This is an optimization exercise on Yosys and OpenROAD, whose aim is small area, a short achievable clock period and few clock cycles per item, not a production implementation.
Only simulation tests tie the RTL to the original design; equivalence was not proved.
Power and IR drop assume default switching activity.

Design dcache_top, start of the top module:
module dcache_top
(
    input logic clk,
    input logic rst_b,
    input logic req_valid,
    output logic req_ready,
    input logic req_we,
    input logic [2:0] req_funct3,
    input logic [32-1:0] req_addr,
    input logic [32-1:0] req_wdata,
    output logic resp_valid,
    input logic resp_ready,
    output logic [32-1:0] resp_rdata,
    output logic resp_hit,
    output logic mem_req_valid,
    input logic mem_req_ready,
    output logic mem_we,
    output logic [32-1:0] mem_addr,
    output logic [32-1:0] mem_wdata,
    input logic [32-1:0] mem_rdata,
    input logic mem_rvalid
);
Settings: LEC_CHECK=0, CAP_MARGIN=20, CORE_MARGIN=2, CORE_UTILIZATION=60, SETUP_SLACK_MARGIN=3.8, SLEW_MARGIN=20; clock period 8.0 ns.
run.sh (not shown) runs the stock make flow with config.mk's settings and CLKGATE_MAP_FILE= SYNTH_SCRIPT=/design/flow/synth_recipe.tcl, a recipe that flattens the netlist after the stock synthesis.
The first run produced a clean layout.
Testbench counts at the start, summed over its fixed seeds: cycles 12,960, items 12,000.
Change:
--- a/flow/design.v
+++ b/flow/design.v
@@ -281,41 +281,45 @@
     logic hit;
     logic pend;
     logic pend_head, pend_rest;
     logic ph_q, pr_q;
     logic ph_n, pr_n;
     logic nh_v, nfb_v;
     logic [IW-1:0] nh_idx, nfb_idx, px_idx;
     logic [FQW-1:0] nh_ptr;
     logic fwd;
     logic [WW-1:0] b_line;
     logic fill;
     logic fq_full, rq_full;
+    logic [FQW:0] fq_cnt_q, fq_cnt_n;
+    logic [RQW:0] rq_cnt_q, rq_cnt_n;
+    logic fq_full_q, rq_full_q;
+    logic rq_pop;
     logic port_free;
     logic st_go, miss_go;
     logic [WW-1:0] hit_merged;
     logic [WW-1:0] hit_load;
     assign idx = b_addr_q[OW +: IW];
     assign ptag = b_addr_q[AW-1 -: TW];
     assign off = b_addr_q[OW-1:0];
     assign hit = l_hit_q;
     always_comb begin
         pend_head = ph_q;
         pend_rest = pr_q;
     end
     assign fill = mem_rvalid && hd_v_q;
     assign fwd = pend_head && fill && !fbv_q;
     assign pend = pend_rest || (pend_head && !fwd);
-    assign fq_full = fq_v_q[fq_tail_q];
-    assign rq_full = rq_occ_q[rq_tail_q];
+    assign fq_full = fq_full_q;
+    assign rq_full = rq_full_q;
     assign port_free = !mv_q || (mem_req_ready && !prv_q);
     assign go = bv_q && !pend && !rq_full &&
                 (hit ? !(b_we_q && fbv_q && fill) : (!fq_full && port_free));
     assign st_go = go && hit && b_we_q;
     assign miss_go = go && !hit;
     dcache_merge u_hit_merge (
         .base(b_line),
         .wdata(b_wdata_q),
         .funct3(b_f3_q),
         .offset(off),
         .merged(hit_merged)
     );
@@ -425,31 +429,41 @@
         pr_n = nfb_v && (nfb_idx == px_idx);
         for (int k = 0; k < FQ; k++) begin
             if (k[FQW-1:0] != nh_ptr) begin
                 if (fq_v_q[k] && !(fill && (k[FQW-1:0] == fq_head_q)) && (fq_idx_q[k] == px_idx)) begin
                     pr_n = 1'b1;
                 end
                 if (miss_go && (k[FQW-1:0] == fq_tail_q) && (idx == px_idx)) begin
                     pr_n = 1'b1;
                 end
             end
         end
     end
+    assign fq_cnt_n = fq_cnt_q + {{FQW{1'b0}}, miss_go} - {{FQW{1'b0}}, fill};
+    assign rq_cnt_n = rq_cnt_q + {{RQW{1'b0}}, go} - {{RQW{1'b0}}, rq_pop};
     always_ff @(posedge clk or negedge rst_b) begin
         if (!rst_b) begin
             ph_q <= 1'b0;
             pr_q <= 1'b0;
+            fq_cnt_q <= '0;
+            rq_cnt_q <= '0;
+            fq_full_q <= 1'b0;
+            rq_full_q <= 1'b0;
         end else begin
             ph_q <= ph_n;
             pr_q <= pr_n;
+            fq_cnt_q <= fq_cnt_n;
+            rq_cnt_q <= rq_cnt_n;
+            fq_full_q <= (fq_cnt_n == FQ[FQW:0]);
+            rq_full_q <= (rq_cnt_n == RQ[RQW:0]);
         end
     end
     assign mem_req_valid = mv_q;
     assign mem_we = mwe_q;
     assign mem_addr = {maddr_q, {OW{1'b0}}};
     assign mem_wdata = mwdata_q;
     always_ff @(posedge clk) begin
         if (miss_go) begin
             mwe_q <= 1'b0;
             maddr_q <= {ptag, idx};
             mwdata_q <= b_line;
             praddr_q <= {l_tag_q, idx};
@@ -522,25 +536,24 @@
                 fq_v_q[fq_head_q] <= 1'b0;
                 fq_head_q <= fq_nxt;
                 hd_v_q <= fq_v_q[fq_nxt] || miss_go;
             end else if (miss_go) begin
                 hd_v_q <= 1'b1;
             end
         end
     end
     logic ov_q;
     logic o_hit_q;
     logic [WW-1:0] o_data_q;
     logic o_free;
-    logic rq_pop;
     assign resp_valid = ov_q;
     assign resp_rdata = o_data_q;
     assign resp_hit = o_hit_q;
     assign o_free = !ov_q || resp_ready;
     assign rq_pop = o_free && rq_occ_q[rq_head_q] && rq_done_q[rq_head_q];
     always_ff @(posedge clk) begin
         if (rq_pop) begin
             o_hit_q <= rq_hit_q[rq_head_q];
             o_data_q <= rq_data_q[rq_head_q];
         end
     end
     always_ff @(posedge clk) begin
- register-to-register slack gets worse by 0.13 ns
- clock-buffer cell count went up by 33
- wire length went down slightly
- synthesized area barely changes
- maximum frequency went down by a few percent
- final area stays flat
- total power went down slightly
- non-clock buffer count went down by 17
- flip-flop and latch count went up by 9
- worst setup slack gets worse by 0.26 ns
Testbench counts after the change, summed over its fixed seeds: cycles 12,960, items 12,000.

==> re-timing with driven ports <==
The results above use ideal ports. As a check the final layouts listed here were re-extracted and re-timed, cells and wires unchanged. Step 1: set_driving_cell puts a clkbuf_16 on clk and a buf_2 on each other input, an assumption about the parent block. Step 2 moves the port delays by t, midway between the first and last clock arrival at a register: inputs arrive t later, outputs are due t later. That takes back most of the time a late clock gives input paths. a / b / c = no drivers / after step 1 / after step 2; a / b = the first two.
run	t, ns	setup slack, ns	worst setup path after step 2	latest minus earliest clock arrival (ns)	worst slew at a driven data input, ns
the first run	1.101	3.691 / 3.691 / 2.706	input to register	0.081 / 0.081	0.09
the second run	1.109	3.430 / 3.453 / 2.345	input to register	0.109 / 0.109	0.19
After both steps setup and hold are still met in every run listed. The setup slack of the second run, which loses most, moves by +0.023 ns with the drivers and by -1.085 ns with both steps.
